Source: an optimization exercise on an open RTL-to-GDS flow (aim: a short achievable clock period and few clock cycles per item). Production flows keep margins and buffers that such runs may drop.
The RTL was checked by simulation tests, not by an equivalence proof against the original design.
Power and IR drop assume default switching activity.

main:
==> flow/design.v (excerpt) <==
module core_seq_v4
#(
  parameter int XLEN       = 32,
  parameter int IMEM_DEPTH = 64,
  parameter int CNT_W      = 32
) (
  input  logic                          clk,
  input  logic                          reset_n,
  input  logic                          store_en,
  input  logic [$clog2(IMEM_DEPTH)-1:0] store_address,
  input  logic [31:0]                   store_data,
  input  logic                          start,
  output logic                          busy,
  output logic                          halted,
  output logic                          illegal,
  output logic [3:0]                    opcode,
  output logic [XLEN-1:0]               alu_data_out,
  output logic                          wb_valid,
  output logic [4:0]                    wb_rd,
  output logic [CNT_W-1:0]              retired_cnt,
  input  logic [4:0]                    dbg_rd_addr,
  output logic [XLEN-1:0]               dbg_rd_data
);
  localparam int AW = $clog2(IMEM_DEPTH);
  logic [26:0]     imem [IMEM_DEPTH];    
  logic [XLEN-1:0] regs_q [32];
  logic [XLEN-1:0] dregs_n_q [32];
  logic [XLEN-1:0] dres_n_q;
  logic [31:1]     dwe_q;
  logic            busy_q, busy_d;
  logic            halted_q, halted_d;
  logic            ill_q, ill_d;
  logic [AW:0]     cnt_q, cnt_d;
  logic            wbv_q, wbv_d;
  logic            irok_q, irok_d;    
  logic [AW:0]     pc_q, pc_d;        
  logic [26:0]     rw_q, rw_d;
  logic            rend_q, rend_d;    
  logic            xend_q, xend_d;    
  logic            xlegal_q;
  logic            xecall_q;
  logic [4:0]      xrd_q;
  logic [3:0]      xop_q;
  logic [8:0]      xsel_q;
  logic            xsra_q;
  logic [XLEN-1:0] op1_q, op2_q;
  logic [XLEN-1:0] res_q;
  logic [4:0]      rd_q;
  logic [3:0]      op_q;
  localparam int PW = 27;
  logic [6:0]      s_op;
  logic [2:0]      s_f3;
  logic [6:0]      s_f7;
  logic            s_is_op;
  logic            s_op_legal;
  logic            s_imm_legal;
  logic            s_legal;
  ...
clock: 7.0 ns
lec_check: 0
cap_margin: 35
core_margin: 2
core_utilization: 45
place_density: 0.6
setup_slack_margin: 2.5
slew_margin: 35
tns_end_percent: 100
run.sh (not shown) runs the stock make flow with config.mk's settings and CLKGATE_MAP_FILE= SYNTH_SCRIPT=/design/flow/synth_recipe.tcl, a recipe that flattens the netlist after the stock synthesis.
main ran to completion and came out clean on the timing, DRC and antenna checks.
Testbench counts of main, summed over its fixed seeds: cycles 23,498, instructions 22,285.
Changes in the feature branch relative to main:
diff --git a/flow/design.v b/flow/design.v
--- a/flow/design.v
+++ b/flow/design.v
@@ -132,17 +132,19 @@
   output logic [CNT_W-1:0]              retired_cnt,
   input  logic [4:0]                    dbg_rd_addr,
   output logic [XLEN-1:0]               dbg_rd_data
 );
   localparam int AW = $clog2(IMEM_DEPTH);
   logic [26:0]     imem [IMEM_DEPTH];    
   logic [XLEN-1:0] regs_q [32];
-  logic [XLEN-1:0] dregs_n_q [32];
-  logic [XLEN-1:0] dres_n_q;
+  logic [XLEN-1:0] dregs_q [32];
+  logic [XLEN-1:0] dres_q;
   logic [31:1]     dwe_q;
+  logic [XLEN-1:0] dl1 [8];           
+  logic [XLEN-1:0] dl2 [2];           
   logic            busy_q, busy_d;
   logic            halted_q, halted_d;
   logic            ill_q, ill_d;
   logic [AW:0]     cnt_q, cnt_d;
   logic            wbv_q, wbv_d;
   logic            irok_q, irok_d;    
   logic [AW:0]     pc_q, pc_d;        
@@ -331,36 +333,41 @@
     if (!reset_n) begin
       for (int i = 0; i < 32; i++) regs_q[i] <= '0;
     end else if (wbv_q && (rd_q != 5'd0)) begin
       regs_q[rd_q] <= res_q;
     end
   end
   always_ff @(posedge clk) begin
-    dres_n_q <= ~alu_y;
+    dres_q <= alu_y;
   end
   always_ff @(posedge clk or negedge reset_n) begin
     if (!reset_n) begin
       dwe_q <= '0;
     end else begin
       for (int i = 1; i < 32; i++) dwe_q[i] <= exec && (xrd_q == 5'(i));
     end
   end
   always_ff @(posedge clk or negedge reset_n) begin
     if (!reset_n) begin
-      for (int i = 0; i < 32; i++) dregs_n_q[i] <= '1;
+      for (int i = 0; i < 32; i++) dregs_q[i] <= '0;
     end else begin
-      for (int i = 1; i < 32; i++) if (dwe_q[i]) dregs_n_q[i] <= dres_n_q;
+      for (int i = 1; i < 32; i++) if (dwe_q[i]) dregs_q[i] <= dres_q;
     end
   end
   always_ff @(posedge clk) begin
     if (store_en && !busy_q) imem[store_address] <= s_pw;
   end
   assign busy         = busy_q;
   assign halted       = halted_q;
   assign illegal      = ill_q;
   assign opcode       = op_q;
   assign alu_data_out = res_q;
   assign wb_valid     = wbv_q;
   assign wb_rd        = rd_q;
   assign retired_cnt  = CNT_W'(cnt_q);
-  assign dbg_rd_data  = (dbg_rd_addr == 5'd0) ? '0 : ~dregs_n_q[dbg_rd_addr];
+  always_comb begin
+    for (int i = 0; i < 8; i++) dl1[i] = dregs_q[4*i + int'(dbg_rd_addr[1:0])];
+    if (dbg_rd_addr[1:0] == 2'd0) dl1[0] = '0;
+    for (int i = 0; i < 2; i++) dl2[i] = dl1[4*i + int'(dbg_rd_addr[3:2])];
+  end
+  assign dbg_rd_data  = dl2[dbg_rd_addr[4]];
 endmodule
Any difference in global-route usage between the feature branch and main is small enough to ignore. The feature branch — fill cell instance count of the final layout 1.8% higher, main as reference. main vs the feature branch, endpoint of the worst setup timing path: dbg_rd_data[2] vs dbg_rd_data[3]. Switching component of the power, main and the feature branch: smaller value in main. Compared with main, the feature branch shows a lower growth of design area from synthesis to finish. [compare] base=main new=the feature branch: count of clock buffers in the final design moved up, per-instance average area after synthesis +about 1.5%. Against main, the feature branch reports a setup slack that is higher. In the metrics for main and the feature branch, the one carrying the higher vias per cell is main. Diff the feature branch..main | adder-cell share of the synthesized area | negligible. In terms of starting utilization of the core area, the feature branch and main differ only marginally. Area after synthesis: the feature branch vs main up about 1.2%. Going from main to the feature branch, total number of cells along the worst setup path fell by 1; total of plain and repair buffers excluding clock buffers saw a decrease.
Testbench counts of the feature branch, summed over its fixed seeds: cycles 23,498, instructions 22,285.

==> re-timing with driven ports <==
No port has a modelled driver above. Below, the same layouts with a new extraction and two added sets of constraints. Step 1 assumes that a clkbuf_16 drives the clock port and a buf_2 every other input. Step 2 also shifts input and output timing later by t, the mid clock arrival at the registers, as if the neighbouring blocks saw the same clock. Three values: no drivers, after step 1, after step 2; two values: the first two.
run | shift t [ns] | slack for setup (ns) | hold WS [ns] | latest minus earliest clock arrival (ns) | cell pins on the clock port's net
main | 1.096 | 2.003 / 1.919 / 1.282 | 0.299 / 0.276 / 0.329 | 0.064 / 0.064 | 1
the feature branch | 1.112 | 2.059 / 1.753 / 1.337 | 0.326 / 0.306 / 0.326 | 0.096 / 0.096 | 1
After both steps setup and hold are still met in every run listed. For the feature branch, which loses most, drivers alone change the setup slack by -0.306 ns; drivers and shift together by -0.722 ns.
